This is an optimization exercise on Yosys and OpenROAD, whose aim is small area and a short achievable clock period, not a production implementation.
RTL that was checked went through simulation tests only; none was proved equivalent to the original.

==> run a: inputs <==
// inv_shift_sub_stage
module inv_shift_sub_stage #(
    parameter int TAG_W = 4
) (
    input  logic             CLK,
    input  logic             RST_N,
    input  logic             IN_VALID,
    output logic             IN_READY,
    input  logic [0:127]     IN,
    input  logic [TAG_W-1:0] IN_TAG,
    output logic             OUT_VALID,
    input  logic             OUT_READY,
    output logic [0:127]     OUT,
    output logic [TAG_W-1:0] OUT_TAG
);
Settings: LEC_CHECK=0, CAP_MARGIN=20, CORE_MARGIN=2, CORE_UTILIZATION=22, PLACE_DENSITY=0.3, SETUP_SLACK_MARGIN=2.6, SLEW_MARGIN=20, SYNTH_HIERARCHICAL=1, TNS_END_PERCENT=0; clock period 5.0 ns.
standard.sh (not shown) runs the stock make flow with config.mk's settings and CLKGATE_MAP_FILE= SYNTH_SCRIPT=/design/flow/synth_recipe.tcl, a recipe that flattens the netlist after the stock synthesis.
==> flow/flow/run.sh <==
#!/bin/bash
set -euo pipefail
bash standard.sh BUFFER_PORTS_ARGS="-buffer_cell sky130_fd_sc_hd__buf_2" finish > run_make.log 2>&1
==> run b: changes against run a <==
CORE_UTILIZATION = 35   (was 22)
CTS_CLUSTER_DIAMETER = 200   (was unset)
CTS_CLUSTER_SIZE = 20   (was unset)
PLACE_DENSITY = 0.45   (was 0.3)
SETUP_SLACK_MARGIN = 2.5   (was 2.6)
==> run c: changes against run a <==
--- a/flow/design.v
+++ b/flow/design.v
@@ -182,57 +182,58 @@
         logic q73; g_nand u_q73 (.a(r[6]), .b(q36), .y(q73));
         logic q74; g_nand u_q74 (.a(q46), .b(q29), .y(q74));
         logic q75; g_nand u_q75 (.a(r[5]), .b(q26), .y(q75));
         logic q76; g_nand u_q76 (.a(r[4]), .b(q32), .y(q76));
         logic q77; g_nand u_q77 (.a(q32), .b(q56), .y(q77));
         logic q78; g_nand u_q78 (.a(q26), .b(q57), .y(q78));
         logic q79; g_nand u_q79 (.a(q36), .b(q51), .y(q79));
         logic q80; g_nand u_q80 (.a(q33), .b(q58), .y(q80));
-        logic q81; g_xor u_q81 (.a(q69), .b(q71), .y(q81));
-        logic q82; g_xor u_q82 (.a(q72), .b(q73), .y(q82));
-        logic q83; g_xor u_q83 (.a(q81), .b(q82), .y(q83));
-        logic q84; g_xor u_q84 (.a(q63), .b(q64), .y(q84));
-        logic q85; g_xor u_q85 (.a(q66), .b(q67), .y(q85));
-        logic q86; g_xor u_q86 (.a(q60), .b(q63), .y(q86));
-        logic q87; g_xor u_q87 (.a(q61), .b(q70), .y(q87));
-        logic q88; g_xor u_q88 (.a(q86), .b(q65), .y(q88));
-        logic q89; g_xor u_q89 (.a(q87), .b(q74), .y(q89));
-        logic q90; g_xor u_q90 (.a(q66), .b(q69), .y(q90));
-        logic q91; g_xor u_q91 (.a(q64), .b(q67), .y(q91));
-        logic q92; g_xor u_q92 (.a(q78), .b(q80), .y(q92));
-        logic q93; g_xor u_q93 (.a(q90), .b(q68), .y(q93));
-        logic q94; g_xor u_q94 (.a(q91), .b(q65), .y(q94));
-        logic q95; g_xor u_q95 (.a(q75), .b(q76), .y(q95));
-        logic q96; g_xor u_q96 (.a(q93), .b(q60), .y(q96));
-        logic q97; g_xor u_q97 (.a(q84), .b(q75), .y(q97));
-        logic q98; g_xor u_q98 (.a(q84), .b(q85), .y(q98));
-        logic q99; g_xor u_q99 (.a(q92), .b(q79), .y(q99));
-        logic q100; g_xor u_q100 (.a(q88), .b(q61), .y(q100));
-        logic q101; g_xor u_q101 (.a(q99), .b(q77), .y(q101));
-        logic q102; g_xor u_q102 (.a(q62), .b(q71), .y(q102));
-        logic q103; g_xor u_q103 (.a(q89), .b(q76), .y(q103));
-        logic q104; g_xor u_q104 (.a(q85), .b(q88), .y(q104));
-        logic q105; g_xor u_q105 (.a(q96), .b(q103), .y(q105));
-        logic q106; g_xor u_q106 (.a(q94), .b(q68), .y(q106));
-        logic q107; g_xor u_q107 (.a(q97), .b(q102), .y(q107));
-        logic q108; g_xor u_q108 (.a(q81), .b(q95), .y(q108));
-        logic q109; g_xor u_q109 (.a(q104), .b(q62), .y(q109));
-        logic q110; g_xor u_q110 (.a(q98), .b(q83), .y(q110));
-        logic q111; g_xor u_q111 (.a(q100), .b(q83), .y(q111));
-        logic q112; g_xor u_q112 (.a(q107), .b(q89), .y(q112));
-        logic q113; g_xor u_q113 (.a(q83), .b(q106), .y(q113));
-        assign y[0] = q111;
-        assign y[1] = q105;
-        assign y[2] = q110;
-        assign y[3] = q109;
-        assign y[4] = q101;
-        assign y[5] = q113;
-        assign y[6] = q112;
-        assign y[7] = q108;
+        logic q81; g_xor u_q81 (.a(q69), .b(q72), .y(q81));
+        logic q82; g_xor u_q82 (.a(q81), .b(q73), .y(q82));
+        logic q83; g_xor u_q83 (.a(q82), .b(q71), .y(q83));
+        logic q84; g_xor u_q84 (.a(q66), .b(q67), .y(q84));
+        logic q85; g_xor u_q85 (.a(q60), .b(q63), .y(q85));
+        logic q86; g_xor u_q86 (.a(q63), .b(q64), .y(q86));
+        logic q87; g_xor u_q87 (.a(q85), .b(q65), .y(q87));
+        logic q88; g_xor u_q88 (.a(q61), .b(q70), .y(q88));
+        logic q89; g_xor u_q89 (.a(q69), .b(q76), .y(q89));
+        logic q90; g_xor u_q90 (.a(q66), .b(q74), .y(q90));
+        logic q91; g_xor u_q91 (.a(q78), .b(q80), .y(q91));
+        logic q92; g_xor u_q92 (.a(q74), .b(q75), .y(q92));
+        logic q93; g_xor u_q93 (.a(q90), .b(q60), .y(q93));
+        logic q94; g_xor u_q94 (.a(q84), .b(q87), .y(q94));
+        logic q95; g_xor u_q95 (.a(q88), .b(q68), .y(q95));
+        logic q96; g_xor u_q96 (.a(q64), .b(q67), .y(q96));
+        logic q97; g_xor u_q97 (.a(q84), .b(q86), .y(q97));
+        logic q98; g_xor u_q98 (.a(q96), .b(q68), .y(q98));
+        logic q99; g_xor u_q99 (.a(q87), .b(q61), .y(q99));
+        logic q100; g_xor u_q100 (.a(q92), .b(q86), .y(q100));
+        logic q101; g_xor u_q101 (.a(q91), .b(q77), .y(q101));
+        logic q102; g_xor u_q102 (.a(q99), .b(q83), .y(q102));
+        logic q103; g_xor u_q103 (.a(q98), .b(q65), .y(q103));
+        logic q104; g_xor u_q104 (.a(q100), .b(q71), .y(q104));
+        logic q105; g_xor u_q105 (.a(q88), .b(q62), .y(q105));
+        logic q106; g_xor u_q106 (.a(q89), .b(q75), .y(q106));
+        logic q107; g_xor u_q107 (.a(q93), .b(q89), .y(q107));
+        logic q108; g_xor u_q108 (.a(q101), .b(q79), .y(q108));
+        logic q109; g_xor u_q109 (.a(q97), .b(q83), .y(q109));
+        logic q110; g_xor u_q110 (.a(q94), .b(q62), .y(q110));
+        logic q111; g_xor u_q111 (.a(q106), .b(q71), .y(q111));
+        logic q112; g_xor u_q112 (.a(q83), .b(q103), .y(q112));
+        logic q113; g_xor u_q113 (.a(q95), .b(q107), .y(q113));
+        logic q114; g_xor u_q114 (.a(q104), .b(q105), .y(q114));
+        assign y[0] = q102;
+        assign y[1] = q113;
+        assign y[2] = q109;
+        assign y[3] = q110;
+        assign y[4] = q108;
+        assign y[5] = q112;
+        assign y[6] = q114;
+        assign y[7] = q111;
         assign s2_d[k]       = y;
         assign OUT[8*k +: 8] = s2[k];
     end
     always_ff @(posedge CLK) begin
         for (int k = 0; k < 16; k++) begin
             if (en[k * NEN / 16]) begin
                 s1[k] <= s1_d[k];
                 s2[k] <= s2_d[k];
CORE_UTILIZATION = 35   (was 22)
CTS_CLUSTER_DIAMETER = 200   (was unset)
CTS_CLUSTER_SIZE = 20   (was unset)
PLACE_DENSITY = 0.45   (was 0.3)
SETUP_SLACK_MARGIN = 2.5   (was 2.6)
==> flow_metrics.tcl <==
set metrics [dict create \
    viasPerCell 3.837 \
    antenna_cells 3 \
    wl_met2_um 31760 \
    grt_util_met2_pct 17.55 \
    rr_startpoint "s1[80]" \
    status "no timing/DRC/antenna violations" \
    die_height_um 356.3 \
    path_cells "buf_4, o21a_1, a21oi_2, inv_1, a21oi_2, nand2_1, xor2_1, xor2_2, xor2_2" \
    synthSimpleGateAreaFrac_pct 9.445 \
    seq_area_frac_synth_pct 36.22 \
]
That was run a.
==> flow_metrics.tcl <==
set metrics [dict create \
    crit_end "s2[98]" \
    path_cells "inv_1, a31oi_1, a21oi_2, nor2_1, nand2_1, nand2_1, nand2_1, xor2_1, xor2_2, xor2_1" \
    status "no timing/DRC/antenna violations" \
    antenna_cells 4 \
    rr_startpoint "s1[152]" \
    synthSimpleGateAreaFrac_pct 9.445 \
    die_height_um 283.3 \
    wl_met2_um 28770 \
    grt_util_met2_pct 25.25 \
]
That was run b.
==> flow_metrics.tcl <==
set metrics [dict create \
    die_height_um 284.0 \
    multi_input_area_share_pct 55.66 \
    rr_startpoint "s1[176]" \
    fin_skew_ns 0.02712 \
    ys_warn_count 7 \
    antenna_cells 2 \
    seq_area_frac_synth_pct 36.04 \
    path_cells "inv_1, a31oi_1, a21oi_2, nor2_1, nand2_1, xor2_1, xor2_1, xor2_1, xor2_1" \
    status "no timing/DRC/antenna violations" \
    min_from "tag1[1]" \
    synthSimpleGateAreaFrac_pct 9.397 \
    grt_usage_pct 14.36 \
    cts_setup_buffers 0 \
]
That was run c.
For run c, only the layout was checked, not whether the RTL still works.

========
==> job 2831 <==
inv_shift_sub_stage, a different RTL version from the one above (not shown whole).
==> flow/config.mk <==
export PLATFORM = sky130hd
export DESIGN_NAME = inv_shift_sub_stage
export DESIGN_NICKNAME = inv_shift_sub_stage
export VERILOG_FILES = /design/flow/design.v
export SDC_FILE = /design/flow/constraint.sdc
export NUM_CORES = 4
export LEC_CHECK = 0
export CAP_MARGIN = 20
export CORE_MARGIN = 2
export CORE_UTILIZATION = 22
export PLACE_DENSITY = 0.3
export SETUP_SLACK_MARGIN = 2.5
export SLEW_MARGIN = 20
export SYNTH_HIERARCHICAL = 1
export TNS_END_PERCENT = 0
==> flow/constraint.sdc <==
create_clock -name core_clock -period 5.0 [get_ports {CLK}]
set_input_delay 1.0000 -clock core_clock [delete_from_list [all_inputs] [get_ports {CLK}]]
set_output_delay 1.0000 -clock core_clock [all_outputs]
set_load 0.01 [all_outputs]
Scripts as last shown in full above: flow/flow/run.sh
==> inputs of job 2002, as changes to job 2831 <==
--- a/flow/design.v
+++ b/flow/design.v
@@ -23,27 +23,25 @@
     input  logic [0:127]     IN,
     input  logic [TAG_W-1:0] IN_TAG,
     output logic             OUT_VALID,
     input  logic             OUT_READY,
     output logic [0:127]     OUT,
     output logic [TAG_W-1:0] OUT_TAG
 );
-    localparam int NEN = 4;           
+    localparam int NEN = 16;           
     logic [NEN:0]      en;      
     logic              v1;
     logic [TAG_W-1:0]  tag1;
     logic [15:0][11:0] s1;      
     logic [15:0][11:0] s1_d;
     logic [15:0][7:0]  s2;      
     logic [15:0][7:0]  s2_d;
     g_ready u_ready (.out_valid(OUT_VALID), .out_ready(OUT_READY), .ready(IN_READY));
-    logic en_root;
-    g_ready u_en_root (.out_valid(OUT_VALID), .out_ready(OUT_READY), .ready(en_root));
     for (genvar e = 0; e <= NEN; e++) begin : g_en
-        g_ready u_en (.out_valid(OUT_VALID), .out_ready(en_root), .ready(en[e]));
+        g_ready u_en (.out_valid(OUT_VALID), .out_ready(OUT_READY), .ready(en[e]));
     end
     for (genvar k = 0; k < 16; k++) begin : g_byte
         localparam int COL = k / 4;
         localparam int ROW = k % 4;
         localparam int SRC = 4 * ((COL - ROW + 4) % 4) + ROW;
         logic [7:0]  x;
         logic [11:0] o1;
==> flow/config.mk (replaced) <==
export PLATFORM = sky130hd
export DESIGN_NAME = inv_shift_sub_stage
export DESIGN_NICKNAME = inv_shift_sub_stage
export VERILOG_FILES = /design/flow/design.v
export SDC_FILE = /design/flow/constraint.sdc
export NUM_CORES = 4
export LEC_CHECK = 0
export CAP_MARGIN = 20
export CORE_MARGIN = 2
export CORE_UTILIZATION = 35
export PLACE_DENSITY = 0.45
export SETUP_SLACK_MARGIN = 2.35
export SLEW_MARGIN = 20
export SYNTH_HIERARCHICAL = 1
==> inputs of job 2193, as changes to job 2831 <==
--- a/flow/design.v
+++ b/flow/design.v
@@ -23,27 +23,25 @@
     input  logic [0:127]     IN,
     input  logic [TAG_W-1:0] IN_TAG,
     output logic             OUT_VALID,
     input  logic             OUT_READY,
     output logic [0:127]     OUT,
     output logic [TAG_W-1:0] OUT_TAG
 );
-    localparam int NEN = 4;           
+    localparam int NEN = 16;           
     logic [NEN:0]      en;      
     logic              v1;
     logic [TAG_W-1:0]  tag1;
     logic [15:0][11:0] s1;      
     logic [15:0][11:0] s1_d;
     logic [15:0][7:0]  s2;      
     logic [15:0][7:0]  s2_d;
     g_ready u_ready (.out_valid(OUT_VALID), .out_ready(OUT_READY), .ready(IN_READY));
-    logic en_root;
-    g_ready u_en_root (.out_valid(OUT_VALID), .out_ready(OUT_READY), .ready(en_root));
     for (genvar e = 0; e <= NEN; e++) begin : g_en
-        g_ready u_en (.out_valid(OUT_VALID), .out_ready(en_root), .ready(en[e]));
+        g_ready u_en (.out_valid(OUT_VALID), .out_ready(OUT_READY), .ready(en[e]));
     end
     for (genvar k = 0; k < 16; k++) begin : g_byte
         localparam int COL = k / 4;
         localparam int ROW = k % 4;
         localparam int SRC = 4 * ((COL - ROW + 4) % 4) + ROW;
         logic [7:0]  x;
         logic [11:0] o1;
==> flow/config.mk (replaced) <==
export PLATFORM = sky130hd
export DESIGN_NAME = inv_shift_sub_stage
export DESIGN_NICKNAME = inv_shift_sub_stage
export VERILOG_FILES = /design/flow/design.v
export SDC_FILE = /design/flow/constraint.sdc
export NUM_CORES = 4
export LEC_CHECK = 0
export CAP_MARGIN = 20
export CORE_MARGIN = 2
export CORE_UTILIZATION = 15
export PLACE_DENSITY = 0.25
export SETUP_SLACK_MARGIN = 2.35
export SLEW_MARGIN = 20
export SYNTH_HIERARCHICAL = 1
==> comparison table <==
item                                                                        job 2002                 job 2831                     job 2193
Crit-path most repeated cell                                 sky130_fd_sc_hd__xor2_1  sky130_fd_sc_hd__xor2_1                            -
Highest attainable clock frequency                                           392 MHz                  388 MHz                      388 MHz
Via-per-instance ratio                                                          4.42                     3.83                         3.31
CTS resizes                                                                       33                       28                           58
Worst hold margin                                                             429 ps                   421 ps                       420 ps
Starting DRC count in detailed routing                                           493                      675                          551
Synthesized-area fraction occupied by and/or/nand/nor cells                    9.22%                    8.98%                        9.22%
Met2 Resource Use GR                                                           26.2%                    17.8%                        15.3%
Count of non-CTS buffers in the layout                                           334                      333                          383
Pin count of the biggest net entering global routing                              21                       76                           21
Placed cells                                                                   3,968                    4,596                        5,345
Kind of critical path                                         flip-flop to flip-flop   flip-flop to flip-flop  primary input to output pin
Outcome                                             no timing/DRC/antenna violations  no timing/DRC/antenna violations  no timing/DRC/antenna violations
Clock buffers created by TritonCTS                                                46                       47                           50
WHS Endpoint                                                    OUT_TAG[0]$_DFFE_PP_     OUT_TAG[1]$_DFFE_PP_         OUT_TAG[1]$_DFFE_PP_
Pin slew with the least headroom to its limit                                1030 ps                   985 ps                      1040 ps
Clk_buf instances                                                                 55                       54                           61
Sort of element at the end of the critical path                            flip-flop                flip-flop                   output pin
Average instance area after synthesis                                     9.84 sq um               9.86 sq um                   9.84 sq um
Function was not checked in any run of this note: the RTL went through the layout flow alone.

[re-timing with driven ports]
The results above use ideal ports. As a check the final layouts listed here were re-extracted and re-timed, cells and wires unchanged.
Step 1, drivers: a clkbuf_16 drives CLK and a buf_2 each remaining input, both assumed.
Step 2, shift: input delay + t, output delay - t, t = (earliest + latest rising clock arrival at the registers) / 2. This alone moves slack from input paths to output paths.
Slacks: ideal ports / drivers / drivers and shift; pairs: ideal ports / drivers.
run | t, ns | setup WS [ns] | latest minus earliest clock arrival (ns) | worst slew at a driven data input, ns | cell pins on the clock port's net
run a | 0.694 | 2.545 / 2.545 / 1.933 | 0.033 / 0.033 | 0.17 | 1
run b | 0.620 | 2.565 / 2.565 / 1.976 | 0.044 / 0.044 | 0.16 | 1
run c | 0.613 | 2.491 / 2.491 / 1.965 | 0.033 / 0.034 | 0.08 | 1
job 2831 | 0.678 | 2.422 / 2.422 / 1.830 | 0.025 / 0.025 | 0.18 | 1
job 2002 | 0.627 | 2.452 / 2.436 / 1.934 | 0.019 / 0.019 | 0.10 | 1
job 2193 | 0.700 | 2.422 / 2.372 / 1.879 | 0.020 / 0.020 | 0.10 | 1
After both steps setup and hold are still met in every run listed. For run a, which loses most, drivers alone change the setup slack by 0.000 ns; drivers and shift together by -0.612 ns.
